Context: an optimization exercise on an open-source flow, tuned for small area. The choices shown serve that exercise and are no tape-out recipe. In this exercise RTL edits were held to simulation tests only and were not proved equivalent to the original. Power and IR drop assume default switching activity.

--- flow/flow/run.sh ---
#!/bin/bash
# Own layout flow: the standard flow (standard.sh: unchanged synthesis,
# floorplan, power grid and tap cells, placement, routing) with two changes
# made through ORFS's own variables:
#  - ports are buffered with sky130_fd_sc_hd__buf_1 instead of the default
#    delay buffer
#  - clock tree synthesis clusters up to 16 flip-flops within 50 um under
#    each clkbuf_8 and inserts no dummy loads
# The make output goes to standard.log; each ORFS step logs under orfs/logs.
set -euo pipefail
export BUFFER_PORTS_ARGS="-buffer_cell sky130_fd_sc_hd__buf_1"
export CTS_ARGS="-sink_clustering_enable -repair_clock_nets -dont_use_dummy_load -sink_clustering_size 16 -sink_clustering_max_diameter 50 -buf_list {sky130_fd_sc_hd__clkbuf_8}"
bash standard.sh finish > standard.log 2>&1
--- flow/constraint.sdc ---
create_clock -name core_clock -period 6.0 [get_ports {clk}]
set_input_delay 1.2000 -clock core_clock [delete_from_list [all_inputs] [get_ports {clk}]]
set_output_delay 1.2000 -clock core_clock [all_outputs]
set_load 0.01 [all_outputs]
--- flow/standard.sh ---
#!/bin/bash
# synth_recipe.tcl (not shown) runs the flow's synth.tcl, then flattens the netlist and writes it again
# the make line also repeats each setting of config.mk as NAME=value (left out here)
make -C /OpenROAD-flow-scripts/flow DESIGN_CONFIG=/design/flow/config.mk WORK_HOME=/design/flow/orfs CLKGATE_MAP_FILE= SYNTH_SCRIPT=/design/flow/synth_recipe.tcl "${@:-finish}"
--- flow/design.v ---
module alu_issue_ctrl (
    input  logic        clk,
    input  logic        reset,
    input  logic [31:0] instr,
    input  logic        instr_valid,
    output logic        instr_ready,
    input  logic        ext_we,
    input  logic [4:0]  ext_waddr,
    input  logic [31:0] ext_wdata,
    input  logic [4:0]  dbg_addr,
    output logic [31:0] dbg_data,
    output logic [31:0] scr1,
    output logic [31:0] scr2,
    output logic [5:0]  opcode,
    output logic [4:0]  sub_opcode,
    output logic        enable_execute,
    output logic        alu_reset,
    input  logic [31:0] alu_result,
    input  logic        alu_overflow,
    output logic        done,
    output logic        overflow,
    output logic        illegal
);
    localparam logic [5:0] OP_ARITH  = 6'b100000;
    localparam logic [5:0] OP_ADDI   = 6'b101000;
    localparam logic [5:0] OP_ORI    = 6'b101100;
    localparam logic [5:0] OP_XORI   = 6'b101011;
    localparam logic [5:0] OP_MOVI   = 6'b100010;
    localparam logic [1:0] S_IDLE   = 2'd0;
    localparam logic [1:0] S_DECODE = 2'd1;
    localparam logic [1:0] S_EXEC   = 2'd2;
    localparam logic [1:0] S_WB     = 2'd3;
    logic [1:0]  state;
    logic [31:0] opres_q;    
    logic        ovf_q;
    logic [31:0] regs [32];
    logic st_idle, st_dec, st_exec, st_wb;
    assign st_idle = (state == S_IDLE);
    assign st_dec  = (state == S_DECODE);
    assign st_exec = (state == S_EXEC);
    assign st_wb   = (state == S_WB);
    logic [5:0]  in_op;
    logic [4:0]  in_sub;
    logic        in_arith, in_legal, in_movi;
    logic [1:0]  in_kind;    
    assign in_op    = instr[30:25];
    assign in_sub   = instr[4:0];
    assign in_arith = (in_op == OP_ARITH);
    assign in_movi  = (in_op == OP_MOVI);
    assign in_legal = (in_arith && (in_sub == 5'b00000 || in_sub == 5'b00001 ||
                                    in_sub == 5'b00010 || in_sub == 5'b00011 ||
                                    in_sub == 5'b00100 || in_sub == 5'b01000 ||
                                    in_sub == 5'b01001 || in_sub == 5'b01011)) ||
                      in_op == OP_ADDI || in_op == OP_ORI || in_op == OP_XORI || in_movi;
    assign in_kind  = {in_op == OP_ORI || in_op == OP_XORI, in_op == OP_ADDI || in_op == OP_XORI};
    localparam int IQW = 5 + 15 + 1 + 1 + 2;
    logic [IQW-1:0] iq, iq_in, iq_nxt;
    assign iq_in = {instr[24:20], instr[14:0], in_legal, in_movi, in_kind};
    for (genvar b = 0; b < IQW; b++) begin : g_iq
        alu_issue_ctrl_ao22 u_hold (
            .a0(iq[b]),    .b0(!st_idle),
            .a1(iq_in[b]), .b1(st_idle),
            .y(iq_nxt[b]));
    end
    always_ff @(posedge clk) begin
        iq <= iq_nxt;
    end
    logic [4:0]  q_rt, q_rb, q_sub;
    logic [14:0] q_imm;
    logic        is_legal, is_movi;
    logic [1:0]  q_kind;
    assign {q_rt, q_imm, is_legal, is_movi, q_kind} = iq;
    assign q_rb  = q_imm[14:10];
    assign q_sub = q_imm[4:0];
    always_ff @(posedge clk) begin
        if (reset) begin
            state <= S_IDLE;
        end else begin
            case (state)
                S_IDLE:   state <= instr_valid ? S_DECODE : S_IDLE;
                S_DECODE: state <= is_legal ? S_EXEC : S_IDLE;
                S_EXEC:   state <= S_WB;
                default:  state <= S_IDLE;
            endcase
        end
    end
    assign instr_ready    = st_idle;
    assign illegal        = st_dec && !is_legal;
    assign enable_execute = st_exec && !is_movi;
    assign alu_reset      = !enable_execute;
    assign done           = st_wb;
    assign opcode         = {2'b10, q_kind != 2'd0, q_kind == 2'd2, q_kind == 2'd3, q_kind == 2'd3};
    assign sub_opcode     = q_sub;
    assign overflow       = ovf_q;
    logic [31:0] dsel, isel;
    logic [4:0]  iaddr;     
    logic [31:0] drd, ird;
    logic [4:0] iaddr_in, iaddr_nxt;
    logic       iaddr_hold;
    assign iaddr_in   = st_idle ? instr[19:15] : q_rb;
    assign iaddr_hold = !st_idle && is_movi;
    for (genvar b = 0; b < 5; b++) begin : g_iaddr
        alu_issue_ctrl_ao22 u_hold (
            .a0(iaddr[b]),    .b0(iaddr_hold),
            .a1(iaddr_in[b]), .b1(!iaddr_hold),
            .y(iaddr_nxt[b]));
    end
    always_ff @(posedge clk) begin
        iaddr <= iaddr_nxt;
    end
    always_comb begin
        for (int i = 0; i < 32; i++) begin
            dsel[i] = (dbg_addr == i[4:0]);
            isel[i] = (iaddr == i[4:0]);
        end
    end
    logic [31:0] dlast_n, ilast_n;
    for (genvar b = 0; b < 32; b += 2) begin : g_last
        alu_issue_ctrl_aoi22x2 u_dbg (
            .a0(regs[30][b +: 2]), .b0(dsel[30]),
            .a1(regs[31][b +: 2]), .b1(dsel[31]),
            .y(dlast_n[b +: 2]));
        alu_issue_ctrl_aoi22x2 u_int (
            .a0(regs[30][b +: 2]), .b0(isel[30]),
            .a1(regs[31][b +: 2]), .b1(isel[31]),
            .y(ilast_n[b +: 2]));
    end
    for (genvar b = 0; b < 32; b++) begin : g_rd
        logic [29:0] col;
        for (genvar i = 0; i < 30; i++) begin : g_col
            assign col[i] = regs[i][b];
        end
        alu_issue_ctrl_rdbit u_dbg (.d(col), .sel(dsel[29:0]), .last_n(dlast_n[b]), .q(drd[b]));
        alu_issue_ctrl_rdbit u_int (.d(col), .sel(isel[29:0]), .last_n(ilast_n[b]), .q(ird[b]));
    end
    assign dbg_data = drd;
    logic [31:0] opres_nxt;
    for (genvar b = 0; b < 32; b++) begin : g_opres
        alu_issue_ctrl_ao22 u_sel (
            .a0(ird[b]),        .b0(!state[1]),
            .a1(alu_result[b]), .b1(state[1]),
            .y(opres_nxt[b]));
    end
    always_ff @(posedge clk) begin
        opres_q <= opres_nxt;
        ovf_q   <= alu_overflow && !is_movi;
    end
    assign scr1 = opres_q;
    always_comb begin
        if (q_kind == 2'd0) scr2 = q_sub[3] ? {27'b0, q_rb} : ird;
        else if (q_kind == 2'd1) scr2 = {{17{q_imm[14]}}, q_imm};
        else                scr2 = {17'b0, q_imm};
    end
    logic        we;
    logic [4:0]  waddr;
    logic [31:0] wdata;
    logic [31:0] wsel;
    assign we    = (st_idle && ext_we) || st_wb;
    assign waddr = st_idle ? ext_waddr : q_rt;
    assign wdata = st_idle ? ext_wdata :
                   is_movi ? {{12{iaddr[4]}}, iaddr, q_imm} : opres_q;
    always_comb begin
        for (int i = 0; i < 32; i++) wsel[i] = we && (waddr == i[4:0]);
    end
    logic [31:0] rhold, rload;
    assign rhold = reset ? '0 : ~wsel;
    assign rload = reset ? '0 : wsel;
    logic [31:0] regs_nxt [32];
    for (genvar i = 0; i < 32; i++) begin : g_reg
        for (genvar b = 0; b < 32; b++) begin : g_bit
            alu_issue_ctrl_ao22 u_hold (
                .a0(regs[i][b]), .b0(rhold[i]),
                .a1(wdata[b]),   .b1(rload[i]),
                .y(regs_nxt[i][b]));
        end
    end
    always_ff @(posedge clk) begin
        for (int i = 0; i < 32; i++) regs[i] <= regs_nxt[i];
    end
endmodule
module alu_issue_ctrl_rdbit (
    input  logic [29:0] d,
    input  logic [29:0] sel,
    input  logic        last_n,
    output logic        q
);
    logic [10:0] n;
    for (genvar k = 0; k < 10; k++) begin : g_aoi
        alu_issue_ctrl_aoi222 u_aoi (
            .a0(d[3*k]),   .b0(sel[3*k]),
            .a1(d[3*k+1]), .b1(sel[3*k+1]),
            .a2(d[3*k+2]), .b2(sel[3*k+2]),
            .y(n[k]));
    end
    assign n[10] = last_n;
    assign q = ~&n;
endmodule
module alu_issue_ctrl_aoi22x2 (
    input  logic [1:0] a0,
    input  logic       b0,
    input  logic [1:0] a1,
    input  logic       b1,
    output logic [1:0] y
);
    assign y = ~((a0 & {2{b0}}) | (a1 & {2{b1}}));
endmodule
module alu_issue_ctrl_aoi222 (
    input  logic a0, b0, a1, b1, a2, b2,
    output logic y
);
    assign y = ~((a0 & b0) | (a1 & b1) | (a2 & b2));
endmodule
module alu_issue_ctrl_ao22 (
    input  logic a0, b0, a1, b1,
    output logic y
);
    assign y = (a0 & b0) | (a1 & b1);
endmodule
--- flow/config.mk ---
export PLATFORM = sky130hd
export DESIGN_NAME = alu_issue_ctrl
export DESIGN_NICKNAME = alu_issue_ctrl
export VERILOG_FILES = /design/flow/design.v
export SDC_FILE = /design/flow/constraint.sdc
export NUM_CORES = 4
export LEC_CHECK = 0
export CAP_MARGIN = 0
export CORE_MARGIN = 2
export CORE_UTILIZATION = 40
export SLEW_MARGIN = 0
export SYNTH_HIERARCHICAL = 1
==> flow_metrics.tcl, run 1 <==
set metrics [dict create \
    status "complete, no violations" \
    ys_seq_elements 1088 \
    dp_hpwl_um 127000 \
    timing.final.crit_share_pct 94.8 \
    p_sw_share_pct 27.9 \
    intPower_uw 9230 \
    r2r-start "state[1]" \
    dpl_cell_area_um2 47300 \
    grt_pass1_vias 40100 \
    power_leakage_uw 0.0174 \
    yosys.cell_types.count 43 \
    fin_ws_ns 0.315 \
    path_class "flop to primary output" \
    rsz0062_at_grt "false" \
    syn_nets 3715 \
    clk_pin_slew_ns 0.07 \
    wire_per_inst_um 38.3 \
    yosys_most_used_dff "dfxtp_1" \
    critPathRequiredTime_ns 4.80 \
    use_met2_pct 52.4 \
    num_rows 119 \
    portBuffers 220 \
    place_ws_ns 0.784 \
    slew_headroom_pct 8.48 \
    finalWeightedCongestion 0.960 \
    postCtsSetupBuffers 0 \
    hold_viol 0 \
    endpoint_kind "primary output" \
    hp-start "regs[24][7]" \
    postRouteAntennaNets 0 \
    area_growth_pct 16.0 \
    syn_area_per_cell_um2 11.7 \
    combPwrFrac_pct 9.2 \
    fp.dieW_um 329 \
    clockBufferDepth 3 \
    antenna_found_initial 15 \
    fin_skew_ns 0.175 \
    overflow 0 \
    detail_route.wirelength_um 210000 \
    finalSetupViolCount 0 \
    dr.pass1.iters 12 \
    r2r_end "regs[13][30]" \
    min_path_cells 1 \
    use_met3_pct 12.1 \
    vias_per_cell 7.78 \
    drive_above_1_share_pct 12.0 \
    period_needed_ns 5.69 \
    slew_viol_final 0 \
    vias 42700 \
    gr-max-usage-layer "met2" \
    p_switching_uw 3570 \
    p_per_area_nw_per_um2 262 \
    critPathArrivalTime_ns 4.49 \
    critPathLaunchType "flop" \
    syn_area_um2 42200 \
    r2r_slack_ns 2.21 \
    seqPwrFrac_pct 57.6 \
    synth_edf_count 0 \
    setup_tns_ns 0 \
    synthCells 3604 \
    yosysSeqAreaShare_pct 51.7 \
    cts_buffers 117 \
    min_to "regs[24][7]" \
    start_util_pct 40.2 \
    final_cell_area_um2 48900 \
    power_uw 12800 \
    cts_tree "done" \
    core_area_um2 105000 \
    die_h_um 329 \
    drc_errors 0 \
    root_buffer "clkbuf_8" \
    cap_viol_max_count 0 \
    synth-async-reset-ratio_pct 0 \
    dieArea_um2 108000 \
    fmax_mhz 176 \
    yosysWarningCount 10 \
    pin_count 224 \
    h-tree-depth 3 \
    clock_latency_ns 0.86 \
    clockPowerShare_pct 33.2 \
    hold_path.class "flop to flop" \
    clock_sinks 1088 \
    holdBufCountCts 0 \
    hold_slack_ns 0.510 \
    post_cts_resized 0 \
    worstRegToRegCells 7 \
    grt_max_degree 68 \
    grt_pass1_wl_um 292000 \
    met1_usage_pct 47.7 \
    ir_drop_mv 0.167 \
    fin_nets 4199 \
    drtIter0Drc 9451 \
    tightestPinTransition_ns 1.37 \
    track_usage_pct 37.1 \
    crit_fanout 17 \
]
==> routing by layer <==
layer / wire [um] / share of wire (%)
met5: 80 / 0.038
met2: 85600 / 41
met4: 16200 / 7.7
met3: 29700 / 14
met1: 78700 / 37
==> synth_stat cells (3+ instances only) <==
master	count	area share, %
a21o_1	17	0.30
a21oi_1	48	0.57
a222oi_1	640	15
a22o_1	1095	23
a22oi_1	64	1.1
buf_2	13	0.15
buf_4	8	0.14
clkbuf_1	26	0.23
dfxtp_1	1088	52
inv_1	5	0.045
mux2i_1	23	0.55
nand2_1	76	0.68
nand2b_1	15	0.22
nand3_1	67	0.80
nand3b_1	7	0.12
nand4_1	129	1.9
nor2_1	110	0.98
nor2_2	11	0.16
nor2b_1	4	0.059
o21a_1	6	0.11
o21ai_0	45	0.53
o21ai_1	3	0.036
or2_2	4	0.059
or3_1	66	0.98
or3b_2	4	0.083
or4b_1	4	0.095
==> Yosys stat by module, one instance, submodules excluded <==
module                  area, um2  times used
alu_issue_ctrl              24200           1
alu_issue_ctrl_ao22          8.76        1085
alu_issue_ctrl_aoi222        10.0         640
alu_issue_ctrl_aoi22x2       15.0          32
alu_issue_ctrl_rdbit         23.8          64
==> cell type report <==
cell class              instances  area [um2]
inverters                       6        27.5
repair buffers                415        2390
clock buffers                 117        1610
flip-flops and latches       1088       21800
multi-input cells            2460       21300
diodes                         11        27.5
fillers                      9708       56100
well taps                    1391        1740
==> registers in the layout, indices dropped and copies added, names as in the netlist <==
signal / flops
state: 2
iq: 24
regs: 1024
opres_q: 32
ovf_q: 1
iaddr: 5
==> worst max-delay path, cell delays in order, from the launching register on <==
cell and delay (ns):
dfxtp_1 0.42, nand2b_1 0.73, nor2_4 0.28, buf_4 0.35
a222oi_1 0.44, nand4_1 0.51, or3_1 0.58, a21o_1 0.18
buf_1 0.12
==> cell families after synthesis <==
| kind of cell | Yosys count | share of synthesized area [%] |
|---|---|---|
| XOR/XNOR | 1 | 0.0208 |
| AO/OA/AOI/OAI | 1926 | 40.8 |
| flip-flops | 1088 | 51.7 |
| other | 2 | 0.0178 |
| AND/OR/NAND/NOR | 508 | 6.34 |
| multiplexers | 23 | 0.546 |
| buffers and inverters | 56 | 0.626 |
==> through the flow <==
| stage | instances | util, % |
|---|---|---|
| finish | 5488 | 46.6 |
| global route | 5479 | 46.6 |
| CTS | 5477 | 46.6 |
| detailed placement | 5360 | 45.0 |
| global placement | 5360 | 45.0 |
| floorplan | 3604 | - |
==> worst max path at each step <==
stage / startpoint / to / slack [ns]
final: iaddr[1] / scr2[27] / 0.31
after global routing: iaddr[1] / scr2[27] / 0.27
after CTS: iaddr[1] / scr2[18] / 0.52
after detailed placement: dbg_addr[0] / dbg_data[21] / 0.78
after global placement: dbg_addr[0] / dbg_data[13] / 0.82
after floorplan: dbg_addr[2] / dbg_data[0] / 1.59
==> power by group through the flow <==
stage / clock [uW] / combinational (uW) / sequential, uW
2_1_floorplan: 0 / 478 / 7500
3_3_place_gp: 0 / 1110 / 7530
3_5_place_dp: 0 / 1110 / 7530
4_1_cts: 4260 / 1120 / 7370
5_1_grt: 4530 / 1180 / 7380
6_report: 4250 / 1180 / 7370
==> cell usage in the layout (no fill, tap or decap), types with 3 or more instances in the layout <==
cell type  instances
o21ai_1            3
a222oi_1         640
or2_2              4
a21o_1            17
nand3_1           67
mux2i_1           23
o21ai_2           32
clkbuf_8         117
buf_12             8
buf_4            187
or3_1             66
nor2_4            97
a21oi_4           32
nor2_1            24
nand2_1           76
inv_1              4
nand3b_1           7
nand2b_1          13
a22o_1          1095
dfxtp_1         1086
nand4_1          129
buf_1            219
or4b_1             4
or3b_2             4
o21ai_0           13
a22oi_1           64
o21a_1             6
nor2b_1            4
diode_2           11
a21oi_1           16
==> inputs of run 2 (changes only) <==
--- a/flow/config.mk
+++ b/flow/config.mk
@@ -7,6 +7,6 @@
 export LEC_CHECK = 0
 export CAP_MARGIN = 0
 export CORE_MARGIN = 2
-export CORE_UTILIZATION = 40
+export CORE_UTILIZATION = 45
 export SLEW_MARGIN = 0
 export SYNTH_HIERARCHICAL = 1
==> run 2 against run 1 <==
  * Non-clock buffer count shrank 1
  * Worst setup slack worse by 0.24 ns
  * Clock power about the same
  * Die area fell by 11%
  * Register-to-register slack got worse by 0.28 ns
==> flow_metrics.tcl, run 2 <==
set metrics [dict create \
    status "complete, no violations" \
    postCtsSetupBuffers 0 \
    clock_latency_ns 0.85 \
    post_cts_resized 0 \
    finalSetupViolCount 0 \
    postRouteAntennaNets 0 \
    setup_tns_ns 0 \
    yosysMostFrequentCell "a22o_1" \
    portBuffers 220 \
    yosys_most_used_dff "dfxtp_1" \
    synthTopCellsByArea "dfxtp_1 (52%), a22o_1 (23%), a222oi_1 (15%)" \
    synth-async-reset-ratio_pct 0 \
    syn_nets 3715 \
    fin_nets 4198 \
    slew_viol_final 0 \
    power_leakage_uw 0.0174 \
    utilization_pct 52.3 \
    period_needed_ns 5.93 \
    dr.pass1.iters 11 \
    cts_tree "done" \
    tightestPinTransition_ns 1.40 \
    hold_slack_ns 0.511 \
    area_growth_pct 15.5 \
    p_per_area_nw_per_um2 263 \
    top_register "regs" \
    yosys.cell_types.count 43 \
    syn_area_per_cell_um2 11.7 \
    ir_drop_mv 0.170 \
    endpoint_kind "primary output" \
    clk_pin_slew_ns 0.08 \
    fin_skew_ns 0.125 \
    rsz0062_at_grt "false" \
    root_buffer "clkbuf_8" \
    drc_errors 0 \
    crit_fanout 23 \
    pin_count 224 \
    path_class "flop to primary output" \
    vias_per_cell 8.03 \
    drive_above_1_share_pct 12.0 \
    timing.final.crit_share_pct 98.8 \
    overflow 0 \
    grt_pass1_vias 40600 \
    yosysWarningCount 10 \
    h-tree-depth 3 \
    track_usage_pct 41.8 \
    core_area_um2 93000 \
    dieArea_um2 96200 \
    reg_top3 "regs x1024, opres_q x32, iq x24" \
    finalWeightedCongestion 0.909 \
    vias 43000 \
    hold_viol 0 \
    slew_headroom_pct 6.53 \
    wire_per_inst_um 39.2 \
    fp.dieW_um 310 \
    holdBufCountCts 0 \
    start_util_pct 45.3 \
    yosysSeqAreaShare_pct 51.7 \
    final_cell_mix "a22o_1 (1,095), dfxtp_1 (1,086), a222oi_1 (640)" \
    clock_sinks 1088 \
    synth_top_area_cell "dfxtp_1" \
    fmax_mhz 169 \
    critPathRequiredTime_ns 4.80 \
    antenna_found_initial 22 \
    critPathArrivalTime_ns 4.73 \
    grt_pass1_wl_um 291000 \
    die_h_um 310 \
    synthCells 3604 \
    syn_area_um2 42200 \
    clockBufferDepth 3 \
    dp_hpwl_um 126000 \
    critPathLaunchType "flop" \
    cap_viol_max_count 0 \
    grt_max_degree 45 \
    largest_reg_flops 1024 \
    synth_edf_count 0 \
    cts_buffers 117 \
    ys_seq_elements 1088 \
    synth_top_area_share_pct 51.7 \
    layout_commonest_cell "a22o_1" \
    synth_common_cells "a22o_1 (1,095), dfxtp_1 (1,088), a222oi_1 (640)" \
    num_rows 112 \
    hold_path.class "flop to flop" \
    drtIter0Drc 8826 \
    detail_route.wirelength_um 210000 \
]
[run 2: cell counts after synthesis]
Identical to the previous run, type by type.
[run 2: critical path, cell delays in order (launching register included)]
cell	delay, ns
dfxtp_1	0.42
nand2b_1	0.70
nor2_4	0.38
buf_4	0.33
a222oi_1	0.32
nand4_1	0.63
or3_1	0.73
a21o_1	0.24
buf_1	0.13
[run 2: path summary, 6_finish.rpt]
kind / endpoint / startpoint / depth (start not counted) / slack, ns
max: scr2[18] / iaddr[1] / 8 / 0.07
min: regs[28][12] / regs[28][12] / 1 / 0.51
max reg2reg: opres_q[18] / iaddr[1] / 7 / 1.93
min reg2reg: regs[28][12] / regs[28][12] / 1 / 0.51
[run 2: area by class of cell]
cell class / instances / area, um2
fillers: 8486 / 44400
flip-flops and latches: 1088 / 21800
multi-input cells: 2460 / 21300
repair buffers: 414 / 2350
clock buffers: 117 / 1610
well taps: 1254 / 1570
diodes: 14 / 35.0
inverters: 6 / 25.0
[run 2: per-stage QoR]
| step | power [uW] | instance area, um2 | setup WS (ns) | cells |
|---|---|---|---|---|
| 5_1_grt | 13100 | 48700 | 0.115 | 5346 |
| 4_1_cts | 12700 | 48700 | 0.448 | 5339 |
| 2_1_floorplan | 7980 | 42200 | 1.59 | 3604 |
| 6_report | 12800 | 48700 | 0.0716 | 5353 |
| 3_5_place_dp | 8640 | 47100 | 0.689 | 5222 |
| 3_3_place_gp | 8640 | 47100 | 0.689 | 5222 |
[run 2: cells by family after synthesis]
kind of cell,after synthesis,synth area share [%]
AO/OA/AOI/OAI,1926,40.8
XOR/XNOR,1,0.0208
buffers and inverters,56,0.626
flip-flops,1088,51.7
multiplexers,23,0.546
other,2,0.0178
AND/OR/NAND/NOR,508,6.34
[run 2: layer usage]
metal | wire length, um | track usage, %
met1 | 75000 | 50.8
met2 | 86100 | 59.6
met4 | 17900 | 32.9
met3 | 30900 | 15.4
met5 | 84 | 0
[run 2: modules after synthesis (local to each module, per instance)]
module                  times used  flip-flops and latches  cells
alu_issue_ctrl_aoi22x2          32                       0      2
alu_issue_ctrl_ao22           1085                       0      1
alu_issue_ctrl                   1                    1088   1559
alu_issue_ctrl_aoi222          640                       0      1
alu_issue_ctrl_rdbit            64                       0      4
[run 2: power breakdown]
part / switching (uW) / leakage, uW / total, uW / internal [uW]
Clock: 2530 / 0.000841 / 4250 / 1720
Combinational: 952 / 0.00775 / 1180 / 226
Sequential: 85.4 / 0.00878 / 7370 / 7290

-- static timing again, ports no longer ideal --
How much do the figures lean on ideal ports? The routed layouts below were timed once more, with nothing changed but the port constraints. Step 1 sets driving cells, clkbuf_16 on the clock port and buf_2 on the other inputs (assumed; they add their load-dependent delay and slew). Step 2 adds t to the input delays and takes it off the output delays; t is the mean of the earliest and latest rising clock arrival at the registers after step 1. Input paths then give back, and output paths get back, about the clock's delay inside the block. Three values: ideal, step 1, step 2; two values: the first two.
run | t, ns | slack for setup (ns) | latest minus earliest clock arrival (ns)
run 1 | 0.839 | 0.315 / 0.250 / 0.438 | 0.175 / 0.175
run 2 | 0.863 | 0.072 / 0.007 / 0.284 | 0.141 / 0.141
After both steps every run listed still meets setup and hold.
